Source: an optimization exercise on an open RTL-to-GDS flow (aim: small area, a short achievable clock period and few clock cycles per item). Production flows keep margins and buffers that such runs may drop.
Function was checked by simulation only, so behaviour that the tests miss may differ from the original.
Power figures rest on the tool's default switching activity, not on a simulated workload.

**flow/config.mk**
```make
export PLATFORM = sky130hd
export DESIGN_NAME = averaged_current_sense
export DESIGN_NICKNAME = averaged_current_sense
export VERILOG_FILES = /design/flow/design.v
export SDC_FILE = /design/flow/constraint.sdc
export NUM_CORES = 4
export LEC_CHECK = 0
export ABC_AREA = 1
export ABC_CLOCK_PERIOD_IN_PS = 3500
export CAP_MARGIN = 20
export CORE_MARGIN = 2
export CORE_UTILIZATION = 40
export CTS_BUF_LIST = sky130_fd_sc_hd__clkbuf_4 sky130_fd_sc_hd__clkbuf_8
export CTS_CLUSTER_SIZE = 30
export SETUP_SLACK_MARGIN = 5.0
export SLEW_MARGIN = 20
```
**flow/constraint.sdc**
```tcl
create_clock -name core_clock -period 8.5 [get_ports {clk}]
set_input_delay 1.7000 -clock core_clock [delete_from_list [all_inputs] [get_ports {clk}]]
set_output_delay 1.7000 -clock core_clock [all_outputs]
set_load 0.01 [all_outputs]
```
**flow/design.v**
```verilog
`default_nettype none
package acs_pkg;
  localparam int CHANNELS    = 4;
  localparam int MAX_RUN     = 1024;
  localparam int SAMPLE_BITS = 12;
  localparam int CH_W    = 2;
  localparam int LEN_W   = $clog2(MAX_RUN) + 1;    
  localparam int CNT_W   = $clog2(MAX_RUN);        
  localparam int SUM_W   = SAMPLE_BITS + $clog2(MAX_RUN);
  localparam int DB_W    = 12;
  localparam int GAIN_W  = 16;
  localparam int Q_FRAC  = 8;
  localparam int PROD_W  = SAMPLE_BITS + GAIN_W;
  localparam int MA_W    = 20;
  localparam int CFG_W   = 16;
  localparam int CFG_IDX_W = 2;
  localparam int JOB_W   = CH_W + 1 + SUM_W + LEN_W;
  localparam logic [CFG_IDX_W-1:0] REG_MEASURE_COUNT   = 2'd0;
  localparam logic [CFG_IDX_W-1:0] REG_CALIBRATE_COUNT = 2'd1;
  localparam logic [CFG_IDX_W-1:0] REG_DEADBAND        = 2'd2;
  localparam logic [CFG_IDX_W-1:0] REG_GAIN            = 2'd3;
  function automatic logic [CNT_W-1:0] count_limit(input logic [LEN_W-1:0] c);
    logic [CNT_W-1:0] r;
    if (c == '0) r = '0;
    else if (c > LEN_W'(MAX_RUN)) r = CNT_W'(MAX_RUN - 1);
    else r = CNT_W'(c - LEN_W'(1));
    count_limit = r;
  endfunction
endpackage
`default_nettype wire
`default_nettype none
module acs_queue (
  input  wire logic                            clk,
  input  wire logic                            rst,
  input  wire logic                            hold,
  input  wire logic                            s_valid,
  output logic                                 s_ready,
  input  wire logic [acs_pkg::CH_W-1:0]        s_channel,
  input  wire logic                            s_kind,
  input  wire logic [acs_pkg::SAMPLE_BITS-1:0] s_sample,
  output logic                                 n_valid,
  output logic [acs_pkg::CH_W-1:0]             n_ch,
  output logic                                 n_kind,
  output logic [acs_pkg::SAMPLE_BITS-1:0]      n_sample
);
  logic                            sk_valid;
  logic [acs_pkg::CH_W-1:0]        sk_ch;
  logic                            sk_kind;
  logic [acs_pkg::SAMPLE_BITS-1:0] sk_sample;
  logic                            take;
  logic                            ready_q;    
  assign s_ready  = ready_q;
  assign take     = s_valid && !sk_valid;
  assign n_valid  = sk_valid || take;
  assign n_ch     = sk_valid ? sk_ch     : s_channel;
  assign n_kind   = sk_valid ? sk_kind   : s_kind;
  assign n_sample = sk_valid ? sk_sample : s_sample;
  always_ff @(posedge clk) begin
    if (rst) begin
      sk_valid <= 1'b0;
      ready_q  <= 1'b1;
    end else if (hold) begin
      if (take) begin
        sk_valid <= 1'b1;
        ready_q  <= 1'b0;
      end
    end else begin
      sk_valid <= 1'b0;
      ready_q  <= 1'b1;
    end
    if (hold && take) begin
      sk_ch     <= s_channel;
      sk_kind   <= s_kind;
      sk_sample <= s_sample;
    end
  end
endmodule
`default_nettype wire
`default_nettype none
module acs_front (
  input  wire logic                            clk,
  input  wire logic                            rst,
  input  wire logic                            hold,      
  input  wire logic [acs_pkg::CNT_W-1:0]       meas_lim,
  input  wire logic [acs_pkg::CNT_W-1:0]       cal_lim,
  input  wire logic                            n_valid,
  input  wire logic [acs_pkg::CH_W-1:0]        n_ch,
  input  wire logic                            n_kind,
  input  wire logic [acs_pkg::SAMPLE_BITS-1:0] n_sample,
  output logic                                 push,      
  output logic [acs_pkg::CH_W-1:0]             push_ch,
  output logic                                 push_kind,
  output logic [acs_pkg::SUM_W-1:0]            push_sum,
  output logic [acs_pkg::CNT_W-1:0]            push_nlen,   
  output logic [6:0]                           push_nlen3,  
  output logic                                 push_small   
);
  logic [acs_pkg::SUM_W-1:0] run_sum  [acs_pkg::CHANNELS];
  logic [acs_pkg::CNT_W-1:0] run_len  [acs_pkg::CHANNELS];
  logic                      run_kind [acs_pkg::CHANNELS];
  logic                            in_valid;
  logic [acs_pkg::CH_W-1:0]        in_ch;
  logic                            in_kind;
  logic [acs_pkg::SAMPLE_BITS-1:0] in_sample;
  logic [acs_pkg::CHANNELS-1:0]    in_join;       
  logic [acs_pkg::SUM_W-1:0] base_sum;
  logic [acs_pkg::CNT_W-1:0] base_len;
  logic [acs_pkg::SUM_W-1:0] sum_next;
  logic [acs_pkg::LEN_W-1:0] len_next;
  logic                      done;
  logic fwd;
  logic n_busy;
  logic n_run_kind;
  always_comb begin
    fwd        = in_valid && (n_ch == in_ch);
    n_busy     = fwd ? !done   : (run_len[n_ch] != '0);
    n_run_kind = fwd ? in_kind : run_kind[n_ch];
  end
  always_ff @(posedge clk) begin
    if (rst) in_valid <= 1'b0;
    else if (!hold) in_valid <= n_valid;
    if (!hold) begin
      in_ch      <= n_ch;
      in_kind    <= n_kind;
      in_sample  <= n_sample;
      for (int c = 0; c < acs_pkg::CHANNELS; c++)
        in_join[c] <= (n_ch == acs_pkg::CH_W'(c)) && !(n_busy && (n_run_kind != n_kind));
    end
  end
  always_comb begin
    base_sum = '0;
    base_len = '0;
    for (int c = 0; c < acs_pkg::CHANNELS; c++) begin
      base_sum = base_sum | (in_join[c] ? run_sum[c] : '0);
      base_len = base_len | (in_join[c] ? run_len[c] : '0);
    end
    sum_next = base_sum + acs_pkg::SUM_W'(in_sample);
    len_next = acs_pkg::LEN_W'(base_len) + acs_pkg::LEN_W'(1);
    done     = base_len >= (in_kind ? cal_lim : meas_lim);
  end
  always_ff @(posedge clk) begin
    if (rst) begin
      for (int i = 0; i < acs_pkg::CHANNELS; i++) begin
        run_sum[i]  <= '0;
        run_len[i]  <= '0;
        run_kind[i] <= 1'b0;
      end
    end else if (in_valid && !hold) begin
      run_kind[in_ch] <= in_kind;
      if (done) begin
        run_sum[in_ch] <= '0;
        run_len[in_ch] <= '0;
      end else begin
        run_sum[in_ch] <= sum_next;
        run_len[in_ch] <= len_next[acs_pkg::CNT_W-1:0];
      end
    end
  end
  assign push       = in_valid && done;
  assign push_ch    = in_ch;
  assign push_kind  = in_kind;
  assign push_sum   = sum_next;
  assign push_nlen  = ~base_len;
  assign push_nlen3 = ~(7'(base_len[4:0]) + 7'({base_len[4:0], 1'b0}) + 7'd2);
  assign push_small = base_len < acs_pkg::CNT_W'(16);
endmodule
`default_nettype wire
`default_nettype none
module acs_back #(
  parameter int SB = 5,     
  parameter int SK = 4,     
  parameter int LK = 1      
) (
  input  wire logic                        clk,
  input  wire logic                        rst,
  input  wire logic                        stall,
  input  wire logic [acs_pkg::DB_W-1:0]    deadband,
  input  wire logic [acs_pkg::GAIN_W-1:0]  gain,
  input  wire logic                        push,
  input  wire logic [acs_pkg::CH_W-1:0]    push_ch,
  input  wire logic                        push_kind,
  input  wire logic [acs_pkg::SUM_W-1:0]   push_sum,
  input  wire logic [acs_pkg::CNT_W-1:0]   push_nlen,    
  input  wire logic [SB+1:0]               push_nlen3,   
  input  wire logic                        push_small,
  output logic                             j_free,    
  output logic                             r_valid,
  output logic [acs_pkg::CH_W-1:0]         r_channel,
  output logic                             r_kind,
  output logic [acs_pkg::SAMPLE_BITS-1:0]  r_average,
  output logic [acs_pkg::MA_W-1:0]         r_current_ma
);
  localparam int QB = acs_pkg::SAMPLE_BITS;    
  localparam int LW = acs_pkg::LEN_W;
  localparam int RB = LW - 1;                  
  localparam int SR = SB - 1;                  
  localparam int NS = QB / SK;                 
  localparam int NL = QB / LK;                 
  localparam int CW = $clog2(NL + 1);
  logic                     j_valid;
  logic [acs_pkg::CH_W-1:0] j_ch;
  logic                     j_kind;
  logic [acs_pkg::SUM_W-1:0] j_sum;
  logic [RB-1:0]            j_nlen;
  logic [SB+1:0]            j_nl3;
  logic                     j_small;
  logic [CW-1:0]            j_count;
  logic                     l_last;
  logic [RB-1:0]            l_rem_n;
  logic [QB-1:0]            l_q_n;
  always_comb begin
    logic [RB:0]   trial;
    logic [RB+1:0] l_diff;
    logic          fits;
    l_rem_n = j_sum[acs_pkg::SUM_W-1:QB];
    l_q_n   = j_sum[QB-1:0];
    for (int j = 0; j < LK; j++) begin
      trial   = {l_rem_n, l_q_n[QB-1]};
      l_diff  = {1'b0, trial} + {2'b11, j_nlen};    
      fits    = !l_diff[RB+1];
      l_rem_n = fits ? l_diff[RB-1:0] : trial[RB-1:0];
      l_q_n   = {l_q_n[QB-2:0], fits};
    end
  end
  assign l_last = j_valid && !j_small && j_count == CW'(NL - 1);
  assign j_free = !stall && (!j_valid || j_small || l_last);
  always_ff @(posedge clk) begin
    if (rst) j_valid <= 1'b0;
    else if (j_free) j_valid <= push;
    if (j_free) begin
      j_ch    <= push_ch;
      j_kind  <= push_kind;
      j_sum   <= push_sum;
      j_nlen  <= push_nlen;
      j_nl3   <= push_nlen3;
      j_small <= push_small;
      j_count <= '0;
    end else if (!stall) begin
      j_sum   <= {l_rem_n, l_q_n};
      j_count <= j_count + CW'(1);
    end
  end
  localparam int T3 = SB + 2;                  
  logic            dv  [NS+1];
  logic [acs_pkg::CH_W-1:0] dch [NS+1];
  logic            dk  [NS+1];
  logic [SR-1:0]   drem[NS+1];
  logic [QB-1:0]   dq  [NS+1];
  logic [SB-1:0]   dn1 [NS+1];    
  logic [T3-1:0]   dn3 [NS+1];    
  assign dv[0]   = j_valid && j_small;
  assign dch[0]  = j_ch;
  assign dk[0]   = j_kind;
  assign drem[0] = j_sum[QB+SR-1:QB];
  assign dq[0]   = j_sum[QB-1:0];
  assign dn1[0]  = j_nlen[SB-1:0];
  assign dn3[0]  = j_nl3;
  for (genvar s = 0; s < NS; s++) begin : g_div
    logic [SR-1:0] rem;
    logic [QB-1:0] q;
    logic [T3-1:0] trial;
    logic [T3:0]   d1, d2, d3;
    always_comb begin
      rem = drem[s];
      q   = dq[s];
      for (int j = 0; j < SK / 2; j++) begin
        trial = T3'({rem, q[QB-1:QB-2]});
        d1    = {1'b0, trial} + {{(T3-SB+1){1'b1}}, dn1[s]};
        d2    = {1'b0, trial} + {{(T3-SB){1'b1}}, dn1[s], 1'b0};
        d3    = {1'b0, trial} + {1'b1, dn3[s]};
        q     = {q[QB-3:0], 2'b00};
        if (!d3[T3]) begin
          rem  = SR'(d3);
          q[1:0] = 2'd3;
        end else if (!d2[T3]) begin
          rem  = SR'(d2);
          q[1:0] = 2'd2;
        end else if (!d1[T3]) begin
          rem  = SR'(d1);
          q[1:0] = 2'd1;
        end else begin
          rem  = SR'(trial);
        end
      end
    end
    if (s < NS - 1) begin : g_reg
      always_ff @(posedge clk) begin
        if (rst) dv[s+1] <= 1'b0;
        else if (!stall) dv[s+1] <= dv[s];
        if (!stall) begin
          dch[s+1]  <= dch[s];
          dk[s+1]   <= dk[s];
          drem[s+1] <= rem;
          dq[s+1]   <= q;
          dn1[s+1]  <= dn1[s];
          dn3[s+1]  <= dn3[s];
        end
      end
    end else begin : g_last
      assign dv[s+1]   = dv[s];
      assign dch[s+1]  = dch[s];
      assign dk[s+1]   = dk[s];
      assign drem[s+1] = rem;
      assign dq[s+1]   = q;
      assign dn1[s+1]  = dn1[s];
      assign dn3[s+1]  = dn3[s];
    end
  end
  logic                            p1_valid;
  logic [acs_pkg::CH_W-1:0]        p1_ch;
  logic                            p1_kind;
  logic [acs_pkg::SAMPLE_BITS-1:0] p1_avg;
  logic [acs_pkg::SAMPLE_BITS-1:0] zero_offset [acs_pkg::CHANNELS];
  logic [acs_pkg::SAMPLE_BITS-1:0] off;
  logic [acs_pkg::SAMPLE_BITS-1:0] corrected;
  always_ff @(posedge clk) begin
    if (rst) p1_valid <= 1'b0;
    else if (!stall) p1_valid <= dv[NS] || l_last;
    if (!stall) begin
      p1_ch   <= l_last ? j_ch    : dch[NS];
      p1_kind <= l_last ? j_kind  : dk[NS];
      p1_avg  <= l_last ? l_q_n   : dq[NS];
    end
  end
  assign off = zero_offset[p1_ch];
  logic [acs_pkg::SAMPLE_BITS:0] c_diff;
  assign c_diff    = {1'b0, p1_avg} - {1'b0, off};
  assign corrected = c_diff[acs_pkg::SAMPLE_BITS] ? '0 : c_diff[acs_pkg::SAMPLE_BITS-1:0];
  localparam int TW = acs_pkg::SAMPLE_BITS + 2;
  logic [TW-1:0] t_a, t_b, t_c, t_x, t_y, t_diff;
  logic          p1_pass;
  always_comb begin
    t_a    = TW'(p1_avg);
    t_b    = ~(TW'(off));
    t_c    = ~(TW'(deadband));
    t_x    = t_a ^ t_b ^ t_c;
    t_y    = {((t_a & t_b) | (t_a & t_c) | (t_b & t_c)), 1'b1};
    t_diff = t_x - ~t_y;
    p1_pass = !p1_kind && ((deadband == '0) || !t_diff[TW-1]);
  end
  logic [acs_pkg::CHANNELS-1:0] p1_set;
  always_ff @(posedge clk) begin
    if (rst) p1_set <= '0;
    else if (!stall)
      for (int c = 0; c < acs_pkg::CHANNELS; c++)
        p1_set[c] <= (dv[NS] || l_last) && (l_last ? j_kind : dk[NS]) &&
                     ((l_last ? j_ch : dch[NS]) == acs_pkg::CH_W'(c));
  end
  always_ff @(posedge clk) begin
    if (rst) begin
      for (int i = 0; i < acs_pkg::CHANNELS; i++) zero_offset[i] <= '0;
    end else if (!stall) begin
      for (int i = 0; i < acs_pkg::CHANNELS; i++)
        if (p1_set[i]) zero_offset[i] <= p1_avg;
    end
  end
  localparam int PW = acs_pkg::PROD_W;
  localparam int FW = acs_pkg::Q_FRAC;
  logic                            p2_valid;
  logic [acs_pkg::CH_W-1:0]        p2_ch;
  logic                            p2_kind;
  logic [acs_pkg::SAMPLE_BITS-1:0] p2_avg;
  logic                            p2_pass;
  logic [acs_pkg::SAMPLE_BITS-1:0] p2_corr;
  always_ff @(posedge clk) begin
    if (rst) p2_valid <= 1'b0;
    else if (!stall) p2_valid <= p1_valid;
    if (!stall) begin
      p2_ch   <= p1_ch;
      p2_kind <= p1_kind;
      p2_avg  <= p1_avg;
      p2_pass <= p1_pass;
      p2_corr <= corrected;
    end
  end
  logic [PW-1:0] row_a;
  logic [PW-1:0] row_b;
  logic [FW:0]   low_sum;
  localparam int GW = acs_pkg::GAIN_W + 2;
  logic [GW-1:0] gain3;
  always_ff @(posedge clk) gain3 <= GW'(gain) + GW'({gain, 1'b0});
  logic [PW-1:0] r0 [6];
  logic [PW-1:0] r1 [4];
  logic [PW-1:0] r2 [3];
  always_comb begin
    for (int i = 0; i < 6; i++) begin
      case (p2_corr[2*i +: 2])
        2'd1:    r0[i] = PW'(gain) << (2*i);
        2'd2:    r0[i] = PW'({gain, 1'b0}) << (2*i);
        2'd3:    r0[i] = PW'(gain3) << (2*i);
        default: r0[i] = '0;
      endcase
    end
    for (int i = 0; i < 2; i++) begin
      r1[2*i]   = r0[3*i] ^ r0[3*i+1] ^ r0[3*i+2];
      r1[2*i+1] = ((r0[3*i] & r0[3*i+1]) | (r0[3*i] & r0[3*i+2]) | (r0[3*i+1] & r0[3*i+2])) << 1;
    end
    r2[0] = r1[0] ^ r1[1] ^ r1[2];
    r2[1] = ((r1[0] & r1[1]) | (r1[0] & r1[2]) | (r1[1] & r1[2])) << 1;
    r2[2] = r1[3];
    row_a   = r2[0] ^ r2[1] ^ r2[2];
    row_b   = ((r2[0] & r2[1]) | (r2[0] & r2[2]) | (r2[1] & r2[2])) << 1;
    low_sum = (FW+1)'(row_a[FW-1:0]) + (FW+1)'(row_b[FW-1:0]);
  end
  logic                            p3_valid;
  logic [acs_pkg::CH_W-1:0]        p3_ch;
  logic                            p3_kind;
  logic [acs_pkg::SAMPLE_BITS-1:0] p3_avg;
  logic                            p3_pass;
  logic [PW-FW-1:0]                p3_a;
  logic [PW-FW-1:0]                p3_b;
  logic                            p3_c;
  logic [PW-FW-1:0]                scaled;
  logic [acs_pkg::MA_W-1:0]        ma;
  always_ff @(posedge clk) begin
    if (rst) p3_valid <= 1'b0;
    else if (!stall) p3_valid <= p2_valid;
    if (!stall) begin
      p3_ch   <= p2_ch;
      p3_kind <= p2_kind;
      p3_avg  <= p2_avg;
      p3_pass <= p2_pass;
      p3_a    <= row_a[PW-1:FW];
      p3_b    <= row_b[PW-1:FW];
      p3_c    <= low_sum[FW];
    end
  end
  assign scaled = p3_a + p3_b + (PW-FW)'(p3_c);
  assign ma = !p3_pass ? '0 : acs_pkg::MA_W'(scaled);
  always_ff @(posedge clk) begin
    if (rst) r_valid <= 1'b0;
    else if (!stall) r_valid <= p3_valid;
    if (!stall) begin
      r_channel    <= p3_ch;
      r_kind       <= p3_kind;
      r_average    <= p3_avg;
      r_current_ma <= ma;
    end
  end
endmodule
`default_nettype wire
`default_nettype none
module averaged_current_sense (
  input  wire logic                            clk,
  input  wire logic                            rst,
  input  wire logic                            s_valid,
  output logic                                 s_ready,
  input  wire logic [acs_pkg::CH_W-1:0]        s_channel,
  input  wire logic                            s_kind,
  input  wire logic [acs_pkg::SAMPLE_BITS-1:0] s_sample,
  output logic                                 r_valid,
  input  wire logic                            r_ready,
  output logic [acs_pkg::CH_W-1:0]             r_channel,
  output logic                                 r_kind,
  output logic [acs_pkg::SAMPLE_BITS-1:0]      r_average,
  output logic [acs_pkg::MA_W-1:0]             r_current_ma,
  input  wire logic                            cfg_we,
  input  wire logic [acs_pkg::CFG_IDX_W-1:0]   cfg_index,
  input  wire logic [acs_pkg::CFG_W-1:0]       cfg_data
);
  logic [acs_pkg::CNT_W-1:0]  meas_lim;    
  logic [acs_pkg::CNT_W-1:0]  cal_lim;     
  logic [acs_pkg::DB_W-1:0]   deadband;
  logic [acs_pkg::GAIN_W-1:0] gain;
  always_ff @(posedge clk) begin
    if (rst) begin
      meas_lim <= acs_pkg::CNT_W'(64 - 1);
      cal_lim  <= acs_pkg::CNT_W'(200 - 1);
      deadband <= acs_pkg::DB_W'(149);
      gain     <= acs_pkg::GAIN_W'(5158);
    end else if (cfg_we) begin
      case (cfg_index)
        acs_pkg::REG_MEASURE_COUNT:   meas_lim <= acs_pkg::count_limit(cfg_data[acs_pkg::LEN_W-1:0]);
        acs_pkg::REG_CALIBRATE_COUNT: cal_lim  <= acs_pkg::count_limit(cfg_data[acs_pkg::LEN_W-1:0]);
        acs_pkg::REG_DEADBAND:        deadband <= cfg_data[acs_pkg::DB_W-1:0];
        default:                      gain     <= cfg_data[acs_pkg::GAIN_W-1:0];
      endcase
    end
  end
  logic stall;
  logic j_free;
  logic hold;
  assign stall = r_valid && !r_ready;
  assign hold  = !j_free;
  logic                            n_valid;
  logic [acs_pkg::CH_W-1:0]        n_ch;
  logic                            n_kind;
  logic [acs_pkg::SAMPLE_BITS-1:0] n_sample;
  acs_queue u_queue (
    .clk(clk), .rst(rst), .hold(hold),
    .s_valid(s_valid), .s_ready(s_ready), .s_channel(s_channel),
    .s_kind(s_kind), .s_sample(s_sample),
    .n_valid(n_valid), .n_ch(n_ch), .n_kind(n_kind), .n_sample(n_sample)
  );
  logic                        push;
  logic [acs_pkg::CH_W-1:0]    push_ch;
  logic                        push_kind;
  logic [acs_pkg::SUM_W-1:0]   push_sum;
  logic [acs_pkg::CNT_W-1:0]   push_nlen;
  logic [6:0]                  push_nlen3;
  logic                        push_small;
  acs_front u_front (
    .clk(clk), .rst(rst), .hold(hold),
    .meas_lim(meas_lim), .cal_lim(cal_lim),
    .n_valid(n_valid), .n_ch(n_ch), .n_kind(n_kind), .n_sample(n_sample),
    .push(push), .push_ch(push_ch), .push_kind(push_kind), .push_sum(push_sum),
    .push_nlen(push_nlen), .push_nlen3(push_nlen3), .push_small(push_small)
  );
  acs_back u_back (
    .clk(clk), .rst(rst), .stall(stall),
    .deadband(deadband), .gain(gain),
    .push(push), .push_ch(push_ch), .push_kind(push_kind), .push_sum(push_sum),
    .push_nlen(push_nlen), .push_nlen3(push_nlen3), .push_small(push_small),
    .j_free(j_free),
    .r_valid(r_valid), .r_channel(r_channel), .r_kind(r_kind),
    .r_average(r_average), .r_current_ma(r_current_ma)
  );
endmodule
`default_nettype wire
```
**flow/flow/run.sh**
```bash
#!/bin/bash
# The standard layout, with buf_2 port buffers, resizing not held to a cell's
# footprint, and timing repair aiming at 5.2 ns of setup slack.
bash standard.sh MATCH_CELL_FOOTPRINT=0 "BUFFER_PORTS_ARGS=-buffer_cell sky130_fd_sc_hd__buf_2" SETUP_SLACK_MARGIN=5.2 finish > standard.log 2>&1
```
**flow/standard.sh**
```bash
#!/bin/bash
# synth_recipe.tcl (not shown) runs the flow's synth.tcl, then flattens the netlist and writes it again
# the make line also repeats each setting of config.mk as NAME=value (left out here)
make -C /OpenROAD-flow-scripts/flow DESIGN_CONFIG=/design/flow/config.mk WORK_HOME=/design/flow/orfs CLKGATE_MAP_FILE= SYNTH_SCRIPT=/design/flow/synth_recipe.tcl "${@:-finish}"
```
==> results of run 1 <==
==> per-layer routing <==
layer	GRT usage	up-vias	part of all wire
met5	0	-	0.00037
li1	-	11373	-
met3	0.0281	181	0.055
met4	0.0707	4	0.030
met2	0.331	720	0.47
met1	0.264	11105	0.44
==> registers in the layout, summed over array words and instances (netlist names), 14 cells and up <==
name,count
u_front.run_len,40
u_front.run_sum,88
u_back.dq,24
u_back.j_sum,22
u_back.zero_offset,48
u_back.r_current_ma,20
u_back.p3_b,20
u_back.gain3,18
gain,16
u_back.dn3,14
u_back.p3_a,20
==> power by group <==
part	internal, uW	total, uW	leakage, uW	switching [uW]
registers	3730	4160	0.00528	425
clock network	1350	2460	0.00102	1100
logic	3210	7830	0.00883	4620
total	8290	14400	0.0151	6150
==> critical path: stages <==
cell,delay [ns]
buf_2,0.30
inv_2,0.10
buf_4,0.80
o31ai_4,0.31
buf_4,0.38
==> layout make-up <==
class                           instances  area, um^2
Fill cell                            7110       39400
Sequential cell                       535       14700
Multi-Input combinational cell       2150       14300
Clock buffer                          128        1590
Inverter                              398        1540
Timing Repair Buffer                  205        1460
Tap cell                              969        1210
Clock inverter                         38         348
Timing Repair inverter                  1        5.00
Antenna cell                            1        2.50
==> how the worst max path moves through the flow <==
stage,start,end,cells after the start
6_report,rst,u_front.run_len[3][7]$_DFFE_PP_,5
4_1_cts,r_ready,u_front.run_len[0][2]$_SDFFCE_PN0P_,10
2_1_floorplan,r_ready,u_back.dch[1][0]$_DFFE_PN_,3
3_3_place_gp,r_ready,u_back.r_current_ma[11]$_SDFFCE_PN0N_,5
3_5_place_dp,r_ready,u_back.p2_corr[7]$_SDFFCE_PN0N_,5
5_1_grt,u_back.drem[1][0]$_DFFE_PN_,u_back.drem[2][0]$_DFFE_PN_,20
==> placed cells by master, fill, tap and decap left out, drive strengths merged, types with 18 or more instances in the layout <==
| cell type | netlist | final |
|---|---|---|
| edfxtp | 403 | 403 |
| o221ai | 47 | 47 |
| nand4 | 41 | 41 |
| xnor2 | 27 | 27 |
| o22ai | 54 | 54 |
| nor3 | 25 | 25 |
| inv | 392 | 396 |
| fa | 89 | 89 |
| o211ai | 18 | 18 |
| dfxtp | 132 | 132 |
| ha | 202 | 202 |
| o21ai | 202 | 202 |
| a22o | 23 | 23 |
| buf | 26 | 205 |
| nand3 | 121 | 121 |
| a21oi | 263 | 263 |
| nor2 | 284 | 285 |
| clkinv | 6 | 28 |
| nand2 | 604 | 604 |
| a21o | 19 | 19 |
| xor2 | 42 | 42 |
| clkbuf | 63 | 128 |
==> cell families (layout without fill, tap and decap cells) <==
family / after synthesis / after routing / share of synthesized area
adders and majority gates: 291 / 291 / 0.143
xor gates and xnor gates: 69 / 69 / 0.0203
DFF: 535 / 535 / 0.489
other: 0 / 1 / 0
buffers and inverters: 487 / 770 / 0.0624
and+or+nand+nor: 1111 / 1112 / 0.154
AOI/OAI and AO/OA: 667 / 667 / 0.129
muxes: 11 / 11 / 0.00369
==> through the flow <==
| stage | total power (uW) | utilization |
|---|---|---|
| floorplan | 8900 | - |
| global placement | 10700 | 0.424 |
| detailed placement | 10800 | 0.424 |
| CTS | 13700 | 0.457 |
| global route | 15700 | 0.472 |
| finish | 14400 | 0.472 |
==> timing repair <==
| item | 4_1_cts | 5_1_grt |
|---|---|---|
| endpoints found under the setup margin | 197 | 262 |
| cloned | 2 | 0 |
| endpoints found under the hold margin | 0 | 0 |
| hold buffers | 0 | 0 |
| pin swaps | 13 | 53 |
| buffers inserted | 33 | 71 |
| gates resized for setup | 61 | 138 |
==> impl_metrics.env, run 1 <==
export IMPL_core_area_mm2=0.0746
export IMPL_fp_dieW_um=279
export IMPL_min_to="u_back.dq[2][8]$_DFFE_PN_"
export IMPL_postRouteAntennaNets=0
export IMPL_critical_path_reg2reg_startpoint="u_back.drem[1][0]$_DFFE_PN_"
export IMPL_clock_transition_at_the_registers_of_the_reported_paths_ns=0.06
export IMPL_placedInstanceArea_mm2=0.0317
export IMPL_cells_taking_the_most_area_after_synthesis="edfxtp_1, dfxtp_1, ha_1"
export IMPL_finalHoldViolations=0
export IMPL_grt_start_max_net_pins=97
export IMPL_worstRegToRegCells=14
export IMPL_timing_critical_path_arrival_ns=3.61
export IMPL_cts_buffers=91
export IMPL_floorplan_io_pins=75
export IMPL_endpoint_kind="flip-flop"
export IMPL_layout_drive_gt1_share=0.159
export IMPL_worst_slew_pin_slew_ns=1.06
export IMPL_outcome="complete, no violations"
export IMPL_route_detailed_drc=0
export IMPL_stdcell_area_mm2=0.0352
export IMPL_min_delay_path_depth=0
export IMPL_rsz0062_at_grt="true"
export IMPL_num_nets_final=3711
export IMPL_post_synth_instance_area_mm2=0.0302
export IMPL_layout_cells_non_filler=4425
export IMPL_path_max_fanout=96
export IMPL_cts_num_sinks=535
export IMPL_maxSlewViolCount=0
export IMPL_whs_ns=0.413
export IMPL_detail_route_wl_per_cell_um=17.8
export IMPL_yosysMostFrequentCell="nand2_1"
export IMPL_initial_cell_density_of_the_core=0.405
export IMPL_dominantRegCellSynth="edfxtp_1"
export IMPL_synthesis_area_per_instance_um2=9.51
export IMPL_worst_case_clock_buffer_depth=3
export IMPL_syn_instance_count=3171
export IMPL_drt_pass1_iter_count=8
export IMPL_worst_hold_path_type="flip-flop to flip-flop"
export IMPL_most_instantiated_cells_after_synthesis="nand2_1, edfxtp_1, inv_1"
export IMPL_placement_setup_worst_slack_ns=4.21
export IMPL_die_area_mm2=0.0776
export IMPL_grt_pass1_vias=22266
export IMPL_initial_antenna_violation_count=3
export IMPL_die_height_um=279
export IMPL_placedCellCount=4152
export IMPL_final_setup_viol_count=0
export IMPL_synth_lib_cells_used_distinct=52
export IMPL_synth_seq_area_share=0.489
export IMPL_clock_latency_late_sink_ns=0.71
export IMPL_floorplan_rows=100
export IMPL_drt_total_wl_um=78700
export IMPL_synth_edf_count=403
export IMPL_p_leak_uw=0.0151
export IMPL_reg2reg_setup_slack_ns=5.27
export IMPL_synth_async_sr_flop_share=0
export IMPL_cts_tree="built"
export IMPL_area_growth_synth_to_final_pct=16.6
export IMPL_detail_route_vias_per_cell=5.28
export IMPL_critical_path_required_ns=8.87
export IMPL_period_needed_ns=3.24
export IMPL_yosysWarningCount=22
export IMPL_grt_usage=0.198
export IMPL_worstSetupPathType="input pin to flip-flop"
export IMPL_worst_slack_ns=5.26
export IMPL_finClkSkew_ns=0.0539
export IMPL_timing_critical_path_from_type="input pin"
export IMPL_overflow=0
export IMPL_slew_headroom=0.290
export IMPL_post_synth_top_area_cell="edfxtp_1"
export IMPL_timing_fmax_mhz=309
export IMPL_setup_total_negative_slack_ns=0
export IMPL_critical_path_reg2reg_endpoint="u_back.drem[2][3]$_DFFE_PN_"
export IMPL_timing_hold_worst_start="u_back.dq[1][4]$_DFFE_PN_"
export IMPL_drt_initial_drc_count=1825
export IMPL_final_weighted_congestion_of_routability_driven_global_placement=0.905
export IMPL_postSynthNetCount=3500
export IMPL_highest_ir_drop_seen_on_vdd_uv=242
export IMPL_p_per_area_mw_per_mm2=410
export IMPL_cts_max_level=3
export IMPL_via_count=23383
export IMPL_maxCapViolCount=0
export IMPL_grt_first_pass_wirelength_um=122000
export IMPL_place_hpwl_um=53900
export IMPL_synth_top_cell_area_share=0.401
export IMPL_postSynthRegisterBits=535
export IMPL_clock_tree_root_cell="clkbuf_8"
export IMPL_fin_crit_sh=0.381
export IMPL_io_buffers=74
Testbench counts, summed over its fixed seeds: cycles 16,657, items 4,813.
==> run 2: changes to the inputs <==
--- a/flow/config.mk
+++ b/flow/config.mk
@@ -13,3 +13,4 @@
 export CTS_BUF_LIST = sky130_fd_sc_hd__clkbuf_4 sky130_fd_sc_hd__clkbuf_8
-export CTS_CLUSTER_SIZE = 30
+export CTS_CLUSTER_DIAMETER = 100
+export CTS_CLUSTER_SIZE = 15
 export SETUP_SLACK_MARGIN = 5.0
==> run 2 against run 1 <==
Against the previous run: first-iteration DRC count rose by 6.6%; sequential share of layout area rose by 1.4 points; clock skew rose by 0.0051 ns; worst hold slack improved by 0.012 ns; combinational power barely moved; final cell count fell by 2.1%; clock power fell by 41%; register-to-register slack got worse by 0.04 ns; sequential cell count did not move; total power fell by 7.0%; non-clock buffer count fell by 3.
==> impl_metrics.env, run 2 <==
export IMPL_outcome="complete, no violations"
export IMPL_floorplan_rows=100
export IMPL_grt_usage=0.195
export IMPL_route_detailed_drc=0
export IMPL_dominantRegCellSynth="edfxtp_1"
export IMPL_p_leak_uw=0.0145
export IMPL_crit_path_cell_trace="ha_4 > a21oi_2 > nand2_2 > nand2_1 > nand2_2 > inv_2 > nand2_2 > or2_4 > nand2_4 > clkinv_4 > buf_4 > fa_1 > or2_2 > a31oi_2 > a21boi_2"
export IMPL_largestRegisters="u_front.run_sum x88, u_back.zero_offset x48, u_front.run_len x40"
export IMPL_critical_path_max_stage_delay_ns=0.54
export IMPL_yosysWarningCount=22
export IMPL_combPwrFrac=0.582
export IMPL_timing_hold_worst_start="u_back.dq[1][0]$_SDFFCE_PN1N_"
export IMPL_worst_hold_path_type="flip-flop to flip-flop"
export IMPL_drt_pass1_iter_count=7
export IMPL_highest_ir_drop_seen_on_vdd_uv=254
export IMPL_n_fill_cell=7205
export IMPL_maxCapViolCount=0
export IMPL_worst_slew_pin_slew_ns=0.870
export IMPL_area_growth_synth_to_final_pct=12.9
export IMPL_cts_tree="built"
export IMPL_io_buffers=74
export IMPL_postSynthRegisterBits=535
export IMPL_final_cell_mix="nand2_1, edfxtp_1, inv_1"
export IMPL_timing_critical_path_arrival_ns=3.67
export IMPL_syn_instance_count=3171
export IMPL_clock_tree_root_cell="clkbuf_8"
export IMPL_layout_area_seq_mm2=0.0147
export IMPL_fin_crit_sh=0.385
export IMPL_synth_async_sr_flop_share=0
export IMPL_clock_latency_late_sink_ns=0.68
export IMPL_slew_headroom=0.420
export IMPL_most_instantiated_cells_after_synthesis="nand2_1, edfxtp_1, inv_1"
export IMPL_die_area_mm2=0.0776
export IMPL_crit_path_top_delay_cell="edfxtp_1"
export IMPL_timing_fmax_mhz=306
export IMPL_clock_power_share=0.109
export IMPL_via_count=23104
export IMPL_finalHoldViolations=0
export IMPL_grt_start_max_net_pins=97
export IMPL_post_synth_instance_area_mm2=0.0302
export IMPL_timing_critical_path_from_type="flip-flop"
export IMPL_synth_seq_area_share=0.489
export IMPL_seqPwrFrac=0.309
export IMPL_grt_pass1_vias=21784
export IMPL_net_switching_power_uw=5920
export IMPL_floorplan_io_pins=75
export IMPL_synth_lib_cells_used_distinct=52
export IMPL_overflow=0
export IMPL_crit_buf_inv=3
export IMPL_multiInputGateArea_mm2=0.0143
export IMPL_worstSetupPathType="flip-flop to flip-flop"
export IMPL_synth_top_cell_area_share=0.401
export IMPL_clock_transition_at_the_registers_of_the_reported_paths_ns=0.11
export IMPL_num_nets_final=3658
export IMPL_maxSlewViolCount=0
export IMPL_drt_initial_drc_count=1945
export IMPL_layout_cells_non_filler=4332
export IMPL_place_hpwl_um=53900
export IMPL_p_int_uw=7510
export IMPL_critical_path_top_cell_by_count="nand2_2"
export IMPL_initial_antenna_violation_count=3
export IMPL_final_weighted_congestion_of_routability_driven_global_placement=0.905
export IMPL_placedCellCount=4152
export IMPL_switching_fraction=0.441
export IMPL_endpoint_kind="flip-flop"
export IMPL_detail_route_wl_per_cell_um=18.0
export IMPL_fp_dieW_um=279
export IMPL_finClkSkew_ns=0.0590
export IMPL_cts_max_level=2
export IMPL_core_area_mm2=0.0746
export IMPL_setup_total_negative_slack_ns=0
export IMPL_die_height_um=279
export IMPL_yosysMostFrequentCell="nand2_1"
export IMPL_period_needed_ns=3.27
export IMPL_layout_drive_gt1_share=0.142
export IMPL_final_setup_viol_count=0
export IMPL_cts_buffers=41
export IMPL_timing_critical_path_from="u_back.drem[1][0]$_DFFE_PN_"
export IMPL_critPathTopFamily="simple AND/OR/NAND/NOR gates"
export IMPL_worst_case_clock_buffer_depth=3
export IMPL_layout_cells_most_common="nand2_1"
export IMPL_synthesis_area_per_instance_um2=9.51
export IMPL_drt_total_wl_um=78000
export IMPL_p_per_area_mw_per_mm2=394
export IMPL_synth_edf_count=403
export IMPL_post_synth_top_area_cell="edfxtp_1"
export IMPL_largest_register="u_front.run_sum"
export IMPL_postSynthNetCount=3500
export IMPL_largest_reg_flops=88
export IMPL_cells_taking_the_most_area_after_synthesis="edfxtp_1, dfxtp_1, ha_1"
export IMPL_critical_path_reg2reg_startpoint="u_back.drem[1][0]$_DFFE_PN_"
export IMPL_critical_path_required_ns=8.91
export IMPL_initial_cell_density_of_the_core=0.405
export IMPL_postRouteAntennaNets=0
export IMPL_grt_first_pass_wirelength_um=121000
export IMPL_cts_num_sinks=535
export IMPL_detail_route_vias_per_cell=5.33
export IMPL_path_max_fanout=6
export IMPL_rsz0062_at_grt="true"
==> run 2: kinds of logic (layout without fill, tap and decap cells) <==
group                    count (synthesis)  in the layout  synth area share
flip-flops                             535            535             0.489
other                                    0              1                 0
AND/OR/NAND/NOR                       1111           1112             0.154
multiplexers                            11             11           0.00369
AO/OA/AOI/OAI                          667            667             0.129
XOR/XNOR                                69             69            0.0203
adder cells (fa/ha/maj)                291            291             0.143
buffers and inverters                  487            677            0.0624
==> run 2: timing repair <==
| item | CTS | global route |
|---|---|---|
| hold buffers | 0 | 0 |
| setup buffers | 35 | 66 |
| pin swaps | 14 | 66 |
| cloned | 2 | 0 |
| resized for setup | 58 | 147 |
| endpoints found under the setup margin | 199 | 308 |
==> run 2: power by group through the flow <==
stage               combinational (uW)  clock, uW  sequential [uW]
finish                            7810       1460             4160
detailed placement                6580          0             4240
global placement                  6460          0             4230
CTS                               6960       1520             4170
floorplan                         4870          0             4040
global route                      8780       1590             4220
==> run 2: cell type report <==
type	instances	share of cell area
Clock buffer	72	0.0234
Timing Repair inverter	1	0.000147
Multi-Input combinational cell	2150	0.420
Antenna cell	1	0.0000735
Sequential cell	535	0.433
Clock inverter	4	0.000882
Timing Repair Buffer	202	0.0419
Inverter	398	0.0452
Tap cell	969	0.0356
==> run 2: layer usage <==
metal | vias up | global-route usage | part of all wire
met5 | - | 0 | 0.00029
met4 | 4 | 0.0582 | 0.029
met3 | 166 | 0.0230 | 0.057
met2 | 714 | 0.331 | 0.47
met1 | 10999 | 0.263 | 0.44
li1 | 11221 | - | -
==> run 2: worst paths after layout <==
check / slack, ns / end / cells past startpoint
setup / recovery: 5.23 / u_back.drem[2][3]$_DFFE_PN_ / 15
setup reg to reg: 5.23 / u_back.drem[2][3]$_DFFE_PN_ / 15
hold reg to reg: 0.42 / u_back.dq[2][4]$_DFFE_PN_ / 0
hold / removal: 0.42 / u_back.dq[2][4]$_DFFE_PN_ / 0
==> run 2: per-stage QoR <==
stage / utilization / power, uW / hold WS (ns) / setup slack [ns] / cell area, um^2
finish: 0.457 / 13400 / 0.425 / 5.23 / 34000
global route: 0.457 / 14600 / 0.431 / 5.06 / 34000
CTS: 0.442 / 12600 / 0.424 / 5.07 / 33000
detailed placement: 0.424 / 10800 / 0.405 / 4.21 / 31700
global placement: 0.424 / 10700 / 0.401 / 4.24 / 31700
floorplan: - / 8900 / 0.400 / 3.19 / 30300
==> run 3: changes to the inputs <==
--- a/flow/config.mk
+++ b/flow/config.mk
@@ -14,3 +14,3 @@
 export CTS_CLUSTER_DIAMETER = 100
-export CTS_CLUSTER_SIZE = 15
+export CTS_CLUSTER_SIZE = 12
 export SETUP_SLACK_MARGIN = 5.0
==> run 3 against run 2 <==
Against the previous run: still clean on timing, DRC and antenna; cell area is 0.44% higher; clock skew is 0.0045 ns lower; worst hold slack worse by 0.0064 ns; synthesized cell count stayed put; maximum frequency hardly changed; setup slack worse by 0.0018 ns; sequential power hardly changed; non-clock buffer count is 11 lower; clock power is 14% higher; sequential share of layout area is 0.19 points lower; final cell count is 0.14% higher; critical endpoint is now u_back.drem[2][2]$_DFFE_PN_; largest cell class unchanged.
==> impl_metrics.env, run 3 <==
export IMPL_cts_tree="built"
export IMPL_rsz0062_at_grt="true"
export IMPL_final_weighted_congestion_of_routability_driven_global_placement=0.905
export IMPL_crit_path_top_delay_cell="edfxtp_1"
export IMPL_initial_cell_density_of_the_core=0.405
export IMPL_synth_top_cell_area_share=0.401
export IMPL_core_area_mm2=0.0746
export IMPL_synth_lib_cells_used_distinct=52
export IMPL_whs_ns=0.418
export IMPL_highest_ir_drop_seen_on_vdd_uv=258
export IMPL_cts_max_level=2
export IMPL_floorplan_rows=100
export IMPL_fp_dieW_um=279
export IMPL_die_height_um=279
export IMPL_final_setup_viol_count=0
export IMPL_largest_reg_flops=88
export IMPL_path_max_fanout=4
export IMPL_clock_transition_at_the_registers_of_the_reported_paths_ns=0.10
export IMPL_detail_route_wl_per_cell_um=18.0
export IMPL_place_hpwl_um=53900
export IMPL_finalHoldViolations=0
export IMPL_post_synth_instance_area_mm2=0.0302
export IMPL_syn_instance_count=3171
export IMPL_maxSlewViolCount=0
export IMPL_postSynthRegisterBits=535
export IMPL_multiInputGateArea_mm2=0.0143
export IMPL_drt_initial_drc_count=1936
export IMPL_largestRegisters="u_front.run_sum x88, u_back.zero_offset x48, u_front.run_len x40"
export IMPL_timing_critical_path_from_type="flip-flop"
export IMPL_detail_route_vias_per_cell=5.32
export IMPL_layout_cells_non_filler=4338
export IMPL_drt_total_wl_um=78100
export IMPL_yosysWarningCount=22
export IMPL_yosysMostFrequentCell="nand2_1"
export IMPL_post_synth_top_area_cell="edfxtp_1"
export IMPL_via_count=23072
export IMPL_worst_slew_pin_slew_ns=0.851
export IMPL_grt_first_pass_wirelength_um=121000
export IMPL_synth_edf_count=403
export IMPL_critical_path_max_stage_delay_ns=0.54
export IMPL_largest_register="u_front.run_sum"
export IMPL_synthesis_area_per_instance_um2=9.51
export IMPL_slew_headroom=0.432
export IMPL_route_detailed_drc=0
export IMPL_critical_path_top_cell_by_count="inv_2"
export IMPL_timing_fmax_mhz=306
export IMPL_clock_tree_root_cell="clkbuf_8"
export IMPL_cts_buffers=50
export IMPL_placedCellCount=4152
export IMPL_worst_case_clock_buffer_depth=3
export IMPL_n_fill_cell=7202
export IMPL_crit_path_cell_trace="buf_6 > fa_2 > nand4_1 > nand3_2 > inv_2 > buf_4 > nand3_1 > a21oi_2 > inv_2 > ha_1 > a21o_1 > a21oi_4 > inv_2 > nor2_4 > nand2_2 > nand3_2 > a21oi_2"
export IMPL_die_area_mm2=0.0776
export IMPL_placedInstanceArea_mm2=0.0317
export IMPL_synth_async_sr_flop_share=0
export IMPL_setup_total_negative_slack_ns=0
export IMPL_most_instantiated_cells_after_synthesis="nand2_1, edfxtp_1, inv_1"
export IMPL_layout_drive_gt1_share=0.145
export IMPL_timing_critical_path_arrival_ns=3.69
export IMPL_layout_cells_most_common="nand2_1"
export IMPL_period_needed_ns=3.27
export IMPL_endpoint_kind="flip-flop"
export IMPL_worstSetupPathType="flip-flop to flip-flop"
export IMPL_stdcell_area_mm2=0.0342
export IMPL_area_growth_synth_to_final_pct=13.3
export IMPL_cts_hold_buffers_added=0
export IMPL_cells_taking_the_most_area_after_synthesis="edfxtp_1, dfxtp_1, ha_1"
export IMPL_maxCapViolCount=0
export IMPL_floorplan_io_pins=75
export IMPL_postSynthNetCount=3500
export IMPL_num_nets_final=3656
export IMPL_p_leak_uw=0.0146
export IMPL_critical_path_required_ns=8.92
export IMPL_drt_pass1_iter_count=6
export IMPL_fin_crit_sh=0.385
export IMPL_clock_latency_late_sink_ns=0.69
export IMPL_outcome="complete, no violations"
export IMPL_worst_hold_path_type="flip-flop to flip-flop"
export IMPL_cts_num_sinks=535
export IMPL_synth_seq_area_share=0.489
export IMPL_dominantRegCellSynth="edfxtp_1"
export IMPL_finClkSkew_ns=0.0545
export IMPL_overflow=0
export IMPL_grt_usage=0.196
export IMPL_initial_antenna_violation_count=3
export IMPL_grt_pass1_vias=21803
export IMPL_p_per_area_mw_per_mm2=398
export IMPL_layout_area_seq_mm2=0.0147
export IMPL_postRouteAntennaNets=0
export IMPL_report_power_total_uw=13600
export IMPL_io_buffers=74
export IMPL_final_cell_mix="nand2_1, edfxtp_1, inv_1"
export IMPL_grt_start_max_net_pins=97
run 3: cell count changes in the layout (fill, tap and decap cells not counted), sizes merged:
cell and delta:
buf -11, bufinv +1, clkbuf +17, clkinv -1, clkinvlp -1, diode +1
run 3: stage by stage:
step                worst slack, ns   util
floorplan                      3.19      -
global placement               4.24  0.424
detailed placement             4.21  0.424
CTS                            5.07  0.445
global route                   5.09  0.459
finish                         5.23  0.459
run 3: worst max-delay path: cells and delay by family (launching register included):
kind	cells	cell delay, ns
DFF	1	0.54
and+or+nand+nor	6	0.56
buffers and inverters	5	0.56
adders and majority gates	2	0.70
AOI/OAI and AO/OA	4	0.61
run 3: path summary, 6_finish.rpt:
check,from,endpoint,slack [ns],depth (start not counted)
max,u_back.drem[1][0]$_DFFE_PN_,u_back.drem[2][2]$_DFFE_PN_,5.23,17
min,u_back.dq[1][4]$_DFFE_PN_,u_back.dq[2][8]$_DFFE_PN_,0.42,0
max reg2reg,u_back.drem[1][0]$_DFFE_PN_,u_back.drem[2][2]$_DFFE_PN_,5.23,17
min reg2reg,u_back.dq[1][4]$_DFFE_PN_,u_back.dq[2][8]$_DFFE_PN_,0.42,0
run 3: metal layers:
metal / track usage / vias to the layer above / share of wire
met1: 0.266 / 10951 / 0.44
li1: - / 11230 / -
met2: 0.330 / 726 / 0.47
met4: 0.0613 / 4 / 0.029
met5: 0 / - / 0.00029
met3: 0.0236 / 161 / 0.055
run 3: cell families (layout without fill, tap and decap cells):
group                    after synthesis  after routing  share of synthesized area
buffers and inverters                487            682                     0.0624
adder cells (fa/ha/maj)              291            291                      0.143
XOR/XNOR                              69             69                     0.0203
AO/OA/AOI/OAI                        667            667                      0.129
flip-flops                           535            535                      0.489
AND/OR/NAND/NOR                     1111           1112                      0.154
other                                  0              2                          0
multiplexers                          11             11                    0.00369
run 3: timing repair:
| item | CTS | global route |
|---|---|---|
| buffers inserted | 38 | 52 |
| pin swaps | 16 | 70 |
| gates cloned | 2 | 0 |
| gates resized for setup | 56 | 152 |
| endpoints found under the setup margin | 198 | 316 |
run 3: cell type report:
cell class,instances,share of cell area
sequential,535,0.431
multi-input combinational,2150,0.418
inverter,398,0.0450
timing repair buffer,191,0.0395
tap,969,0.0355
clock buffer,89,0.0289
clock inverter,3,0.00139
timing repair inverter,1,0.000146
antenna,2,0.000146
run 3: power breakdown:
group | internal, uW | switching (uW)
registers | 3730 | 434
clock network | 758 | 904
logic | 3180 | 4620
total | 7660 | 5950
==> run 4: changes to the inputs <==
--- a/flow/config.mk
+++ b/flow/config.mk
@@ -15,2 +15,3 @@
 export CTS_CLUSTER_SIZE = 12
+export PLACE_DENSITY = 0.5
 export SETUP_SLACK_MARGIN = 5.0
==> run 4 against run 3 <==
Against the previous run: synthesized cell count unchanged; routed wire length up 11%; total power up 3.0%; cell area up 1.2%; sequential share of layout area down 0.51 points; clock skew down 0.013 ns; synthesized area unchanged; sequential cell count unchanged; maximum frequency about the same; count of clock-buffer cells in the layout unchanged; worst hold slack worse by 0.0084 ns; sequential power about the same.
==> impl_metrics.env, run 4 <==
export IMPL_outcome="complete, no violations"
export IMPL_floorplan_io_pins=75
export IMPL_layout_drive_gt1_share=0.157
export IMPL_grt_usage=0.217
export IMPL_largest_reg_flops=88
export IMPL_clock_transition_at_the_registers_of_the_reported_paths_ns=0.10
export IMPL_drt_pass1_iter_count=6
export IMPL_path_max_fanout=3
export IMPL_final_setup_viol_count=0
export IMPL_final_weighted_congestion_of_routability_driven_global_placement=0.915
export IMPL_detail_route_vias_per_cell=5.35
export IMPL_drt_initial_drc_count=1761
export IMPL_largest_register="u_front.run_sum"
export IMPL_clock_tree_root_cell="clkbuf_8"
export IMPL_largestRegisters="u_front.run_sum x88, u_back.zero_offset x48, u_front.run_len x40"
export IMPL_fp_dieW_um=279
export IMPL_drt_total_wl_um=86700
export IMPL_timing_critical_path_from_type="flip-flop"
export IMPL_p_per_area_mw_per_mm2=405
export IMPL_synth_seq_area_share=0.489
export IMPL_synth_edf_count=403
export IMPL_grt_first_pass_wirelength_um=131000
export IMPL_post_synth_top_area_cell="edfxtp_1"
export IMPL_synthesis_area_per_instance_um2=9.51
export IMPL_setup_total_negative_slack_ns=0
export IMPL_endpoint_kind="flip-flop"
export IMPL_die_area_mm2=0.0776
export IMPL_worst_slew_pin_slew_ns=1.10
export IMPL_min_to="u_back.p3_avg[4]$_DFFE_PN_"
export IMPL_most_instantiated_cells_after_synthesis="nand2_1, edfxtp_1, inv_1"
export IMPL_min_delay_path_depth=0
export IMPL_cts_max_level=2
export IMPL_overflow=0
export IMPL_grt_start_max_net_pins=196
export IMPL_via_count=23299
export IMPL_worstRegToRegCells=14
export IMPL_slew_headroom=0.265
export IMPL_grt_pass1_vias=22883
export IMPL_postSynthRegisterBits=535
export IMPL_p_leak_uw=0.0148
export IMPL_place_hpwl_um=60900
export IMPL_die_height_um=279
export IMPL_io_buffers=74
export IMPL_maxSlewViolCount=0
export IMPL_yosysWarningCount=22
export IMPL_postRouteAntennaNets=0
export IMPL_initial_cell_density_of_the_core=0.405
export IMPL_period_needed_ns=3.27
export IMPL_cts_hold_buffers_added=0
export IMPL_initial_antenna_violation_count=1
export IMPL_detail_route_wl_per_cell_um=19.9
export IMPL_num_nets_final=3676
export IMPL_area_growth_synth_to_final_pct=14.7
export IMPL_clock_latency_late_sink_ns=0.69
export IMPL_timing_critical_path_arrival_ns=3.67
export IMPL_final_cell_mix="nand2_1, edfxtp_1, inv_1"
export IMPL_finalHoldViolations=0
export IMPL_finClkSkew_ns=0.0413
export IMPL_critical_path_reg2reg_startpoint="u_back.drem[1][0]$_DFFE_PN_"
export IMPL_core_area_mm2=0.0746
export IMPL_fin_crit_sh=0.385
export IMPL_postSynthNetCount=3500
export IMPL_report_power_total_uw=14000
export IMPL_syn_instance_count=3171
export IMPL_cts_tree="built"
export IMPL_worst_hold_path_type="flip-flop to flip-flop"
export IMPL_rsz0062_at_grt="true"
export IMPL_layout_cells_most_common="nand2_1"
export IMPL_route_detailed_drc=0
export IMPL_timing_hold_worst_start="u_back.p2_avg[4]$_DFFE_PN_"
export IMPL_maxCapViolCount=0
export IMPL_reg2reg_setup_slack_ns=5.23
export IMPL_post_synth_instance_area_mm2=0.0302
export IMPL_floorplan_rows=100
export IMPL_highest_ir_drop_seen_on_vdd_uv=235
export IMPL_worstSetupPathType="flip-flop to flip-flop"
export IMPL_timing_fmax_mhz=306
export IMPL_stdcell_area_mm2=0.0346
export IMPL_synth_top_cell_area_share=0.401
export IMPL_worst_case_clock_buffer_depth=3
export IMPL_cells_taking_the_most_area_after_synthesis="edfxtp_1, dfxtp_1, ha_1"
export IMPL_critical_path_required_ns=8.90
export IMPL_critical_path_reg2reg_endpoint="u_back.drem[2][3]$_DFFE_PN_"
export IMPL_cts_num_sinks=535
export IMPL_placedInstanceArea_mm2=0.0316
export IMPL_cts_buffers=51
export IMPL_dominantRegCellSynth="edfxtp_1"
export IMPL_synth_async_sr_flop_share=0
export IMPL_synth_lib_cells_used_distinct=52
export IMPL_yosysMostFrequentCell="nand2_1"
## run 4: logic make-up after synthesis
kind of cell    synth area share
compound gates             0.129
xor+xnor                  0.0203
fa+ha+maj                  0.143
buf+inv                   0.0624
flops                      0.489
mux                      0.00369
simple gates               0.154
## run 4: per-stage QoR
step	setup WS, ns	utilization	hold slack (ns)	cells
6_report	5.23	0.464	0.410	4357
5_1_grt	5.07	0.464	0.428	4357
4_1_cts	5.17	0.448	0.417	4293
3_5_place_dp	4.26	0.424	0.405	4148
3_3_place_gp	4.37	0.424	0.402	4148
2_1_floorplan	3.19	-	0.400	3171
## run 4: final cells by class
cell class	instances	area, um^2
Fill cell	7097	40000
Sequential cell	535	14700
Multi-Input combinational cell	2150	14500
Timing Repair Buffer	210	1560
Inverter	398	1530
Tap cell	969	1210
Clock buffer	89	993
Clock inverter	4	76.3
Timing Repair inverter	1	7.51
Antenna cell	1	2.50
## run 4: repair_timing
action | in CTS | in global routing
resized for setup | 85 | 163
setup buffers | 51 | 59
cloned | 1 | 4
setup endpoints to repair | 206 | 271
endpoints found under the hold margin | 0 | 0
pin swaps | 24 | 58
## run 4: worst max-delay path, cell delays in order, from the launching register on
cell and delay [ns]:
edfxtp_1 0.54, ha_4 0.30, or2_4 0.26, nand3b_1 0.13, nand2_2 0.09, nand2_2 0.07
nand2_2 0.06, or2_4 0.24, nand2_4 0.08, inv_4 0.05, buf_4 0.13, fa_1 0.46
or2_2 0.31, a31oi_1 0.21, a21boi_2 0.09
## run 4: worst max path at each step
stage	startpoint	endpoint	slack, ns
floorplan	r_ready	u_back.dch[1][0]$_DFFE_PN_	3.19
global placement	r_ready	u_back.j_sum[16]$_DFFE_PP_	4.37
detailed placement	r_ready	u_back.j_sum[17]$_DFFE_PP_	4.26
CTS	r_ready	u_front.run_sum[0][21]$_SDFFCE_PN0P_	5.17
global route	u_back.j_sum[11]$_DFFE_PP_	u_back.drem[1][0]$_DFFE_PN_	5.07
finish	u_back.drem[1][0]$_DFFE_PN_	u_back.drem[2][3]$_DFFE_PN_	5.23
## run 4: where the power goes
group | internal (uW) | leakage (uW) | total [uW] | switching, uW
Sequential | 3730 | 0.00528 | 4160 | 431
Clock | 794 | 0.000577 | 1720 | 923
Combinational | 3310 | 0.00890 | 8150 | 4840
## run 4: metal layers
| layer | GRT usage | up-vias | wire length [um] |
|---|---|---|---|
| li1 | - | 11257 | - |
| met1 | 0.291 | 11279 | 38800 |
| met2 | 0.362 | 618 | 40800 |
| met3 | 0.0297 | 145 | 4320 |
| met4 | 0.0753 | 0 | 2870 |
| met5 | 0 | - | 0 |
==> run 5: changes to the inputs <==
--- a/flow/config.mk
+++ b/flow/config.mk
@@ -15,3 +15,3 @@
 export CTS_CLUSTER_SIZE = 12
-export PLACE_DENSITY = 0.5
+export PLACE_DENSITY = 0.7
 export SETUP_SLACK_MARGIN = 5.0
==> run 5 against run 4 <==
Against the previous run: final cell count down 0.34%; sequential share of layout area up 0.15 points; cell area down 0.37%; worst hold slack better by 0.012 ns; sequential cell count unchanged; total power down 1.5%; core utilization down 0.17 points; combinational power down 0.7%; sequential power about the same; first-iteration DRC count up 29%; maximum frequency down 3.1%; count of clock-buffer cells in the layout down 11.
==> impl_metrics.env, run 5 <==
export IMPL_drt_initial_drc_count=2269
export IMPL_critical_path_required_ns=8.89
export IMPL_worst_slew_pin_slew_ns=1.15
export IMPL_detail_route_wirelength_met1_um=32800
export IMPL_maxSlewViolCount=0
export IMPL_path_max_fanout=5
export IMPL_final_setup_viol_count=0
export IMPL_finalHoldViolations=0
export IMPL_placedInstanceArea_mm2=0.0316
export IMPL_timing_critical_path_arrival_ns=3.76
export IMPL_cts_max_level=2
export IMPL_drt_total_wl_um=76100
export IMPL_detailroute_wirelength_met3_um=5050
export IMPL_timing_fmax_mhz=296
export IMPL_detail_route_vias_per_cell=5.35
export IMPL_synth_edf_count=403
export IMPL_p_leak_uw=0.0147
export IMPL_fin_crit_sh=0.397
export IMPL_place_hpwl_um=51600
export IMPL_synth_seq_area_share=0.489
export IMPL_grt_start_max_net_pins=97
export IMPL_syn_instance_count=3171
export IMPL_grt_usage=0.188
export IMPL_yosysWarningCount=22
export IMPL_finClkSkew_ns=0.0378
export IMPL_cts_buffers=51
export IMPL_synth_async_sr_flop_share=0
export IMPL_final_weighted_congestion_of_routability_driven_global_placement=0.909
export IMPL_timing_hold_worst_start="u_back.p2_avg[11]$_DFFE_PN_"
export IMPL_worst_hold_path_type="flip-flop to flip-flop"
export IMPL_timing_critical_path_from="u_back.dq[1][11]$_DFFE_PN_"
export IMPL_timing_critical_path_from_type="flip-flop"
export IMPL_initial_antenna_violation_count=1
export IMPL_most_instantiated_cells_after_synthesis="nand2_1, edfxtp_1, inv_1"
export IMPL_whs_ns=0.422
export IMPL_largest_register="u_front.run_sum"
export IMPL_cts_hold_buffers_added=0
export IMPL_clock_tree_root_cell="clkbuf_8"
export IMPL_die_height_um=279
export IMPL_stdcell_area_mm2=0.0345
export IMPL_detail_route_wl_per_cell_um=17.5
export IMPL_met2RoutedLength_um=36500
export IMPL_critical_path_reg2reg_startpoint="u_back.dq[1][11]$_DFFE_PN_"
export IMPL_synth_lib_cells_used_distinct=52
export IMPL_grt_first_pass_wirelength_um=117000
export IMPL_die_area_mm2=0.0776
export IMPL_largestRegisters="u_front.run_sum x88, u_back.zero_offset x48, u_front.run_len x40"
export IMPL_floorplan_rows=100
export IMPL_maxCapViolCount=0
export IMPL_clock_transition_at_the_registers_of_the_reported_paths_ns=0.08
export IMPL_via_count=23227
export IMPL_cts_tree="built"
export IMPL_post_synth_top_area_cell="edfxtp_1"
export IMPL_route_detailed_drc=0
export IMPL_layout_drive_gt1_share=0.152
export IMPL_num_nets_final=3673
export IMPL_post_synth_instance_area_mm2=0.0302
export IMPL_slew_headroom=0.230
export IMPL_period_needed_ns=3.37
export IMPL_outcome="complete, no violations"
export IMPL_fp_dieW_um=279
export IMPL_floorplan_io_pins=75
export IMPL_yosysMostFrequentCell="nand2_1"
export IMPL_cts_num_sinks=535
export IMPL_clock_latency_late_sink_ns=0.67
export IMPL_highest_ir_drop_seen_on_vdd_uv=319
export IMPL_final_cell_mix="nand2_1, edfxtp_1, inv_1"
export IMPL_postSynthNetCount=3500
export IMPL_postRouteAntennaNets=0
export IMPL_cells_taking_the_most_area_after_synthesis="edfxtp_1, dfxtp_1, ha_1"
export IMPL_worst_case_clock_buffer_depth=3
export IMPL_postSynthRegisterBits=535
export IMPL_grt_pass1_vias=21758
export IMPL_overflow=0
export IMPL_endpoint_kind="flip-flop"
export IMPL_drt_pass1_iter_count=8
export IMPL_synth_top_cell_area_share=0.401
export IMPL_area_growth_synth_to_final_pct=14.3
export IMPL_largest_reg_flops=88
export IMPL_synthesis_area_per_instance_um2=9.51
export IMPL_setup_total_negative_slack_ns=0
export IMPL_layout_cells_most_common="nand2_1"
export IMPL_worstSetupPathType="flip-flop to flip-flop"
export IMPL_p_per_area_mw_per_mm2=401
export IMPL_rsz0062_at_grt="true"
export IMPL_initial_cell_density_of_the_core=0.405
export IMPL_dominantRegCellSynth="edfxtp_1"
export IMPL_io_buffers=74
export IMPL_top_layer="met4"
export IMPL_core_area_mm2=0.0746
==> run 5: cell types whose count changed in the layout (fill, tap and decap cells not counted), moves of 5 or more <==
cell / before / now
nand2_1: 562 / 556
o21ai_0: 182 / 177
buf_4: 116 / 101
nand3_1: 104 / 114
nand3_2: 17 / 7
clkbuf_4: 37 / 25
buf_6: 10 / 21
==> run 5: per-layer routing <==
layer,global-route usage,vias up
met5,0,-
met4,0.0573,0
met3,0.0247,130
met2,0.317,876
met1,0.253,10963
li1,-,11258
==> run 5: power breakdown <==
| group | total [uW] | leakage, uW | internal, uW | switching, uW |
|---|---|---|---|---|
| registers | 4140 | 0.00528 | 3730 | 412 |
| clock network | 1590 | 0.000520 | 713 | 873 |
| logic | 8090 | 0.00889 | 3370 | 4730 |
| total | 13800 | 0.0147 | 7810 | 6010 |
==> run 5: worst max-delay path, stage by stage, from the launching register on <==
cell and delay [ns]:
edfxtp_1 0.44, buf_6 0.16, ha_1 0.29, nand2_1 0.10, nand2_2 0.08, nand3b_1 0.12, nand2_2 0.08, nand2_2 0.07
nand2_2 0.07, or2_4 0.27, nand2_4 0.08, inv_4 0.04, buf_4 0.12, buf_4 0.13, fa_1 0.46, or2_2 0.31
a31oi_1 0.20, a21boi_2 0.09
==> run 5: final cells by class <==
| type | count | area [um^2] |
|---|---|---|
| multi-input combinational | 2152 | 14500 |
| inverter | 398 | 1550 |
| fill | 6985 | 40100 |
| tap | 969 | 1210 |
| antenna | 1 | 2.50 |
| timing repair buffer | 205 | 1540 |
| clock inverter | 3 | 46.3 |
| timing repair inverter | 1 | 7.51 |
| sequential | 535 | 14700 |
| clock buffer | 78 | 917 |
==> run 5: kinds of logic (layout without fill, tap and decap cells) <==
logic type / after synthesis / after routing / synth area share
AND/OR/NAND/NOR: 1111 / 1114 / 0.154
AO/OA/AOI/OAI: 667 / 667 / 0.129
flip-flops: 535 / 535 / 0.489
buffers and inverters: 487 / 685 / 0.0624
adder cells (fa/ha/maj): 291 / 291 / 0.143
XOR/XNOR: 69 / 69 / 0.0203
multiplexers: 11 / 11 / 0.00369
other: 0 / 1 / 0
==> run 5: final timing paths <==
path	to	slack, ns	cells past startpoint
worst max-delay path	u_back.drem[2][3]$_DFFE_PN_	5.13	17
worst min register to register	u_back.p3_avg[11]$_DFFE_PN_	0.42	0
worst max register to register	u_back.drem[2][3]$_DFFE_PN_	5.13	17
worst min-delay path	u_back.p3_avg[11]$_DFFE_PN_	0.42	0
==> run 5: through the flow <==
step | cells | power, uW | worst slack (ns) | util
global route | 4342 | 15000 | 4.97 | 0.462
global placement | 4150 | 10500 | 3.84 | 0.424
detailed placement | 4150 | 10700 | 3.79 | 0.424
CTS | 4277 | 12700 | 5.20 | 0.446
finish | 4342 | 13800 | 5.13 | 0.462
floorplan | 3171 | 8900 | 3.19 | -
==> run 5: what timing repair did <==
action	CTS	global route
gates cloned	2	4
resized for setup	82	176
buffers inserted	44	60
setup endpoints to repair	268	377
pin swaps	20	79

[separate check: timing with driven ports]
Ports are ideal in the flow. The routed layouts listed here were re-timed in OpenROAD.
Step 1: set_driving_cell puts a clkbuf_16 on clk and a buf_2 on each other input, an assumption about the parent block.
Step 2 also shifts input and output timing later by t, the mid clock arrival at the registers, as if the neighbouring blocks saw the same clock.
a / b / c = no drivers / after step 1 / after step 2; a / b = the first two.
| run | shift t [ns] | slack for setup (ns) | worst setup path after step 2 | worst slew at a driven data input, ns | cell pins on the clock port's net |
|---|---|---|---|---|---|
| run 1 | 0.742 | 5.259 / 5.254 / 4.511 | input to register | 0.11 | 1 |
| run 2 | 0.707 | 5.231 / 5.231 / 4.646 | input to register | 0.10 | 1 |
| run 3 | 0.722 | 5.230 / 5.230 / 4.640 | input to register | 0.11 | 1 |
| run 4 | 0.719 | 5.231 / 5.231 / 4.688 | input to register | 0.06 | 1 |
| run 5 | 0.707 | 5.127 / 5.127 / 4.649 | input to register | 0.06 | 1 |
After both steps every run listed still meets setup and hold. The setup slack of run 1, which loses most, moves by -0.005 ns with the drivers and by -0.748 ns with both steps.
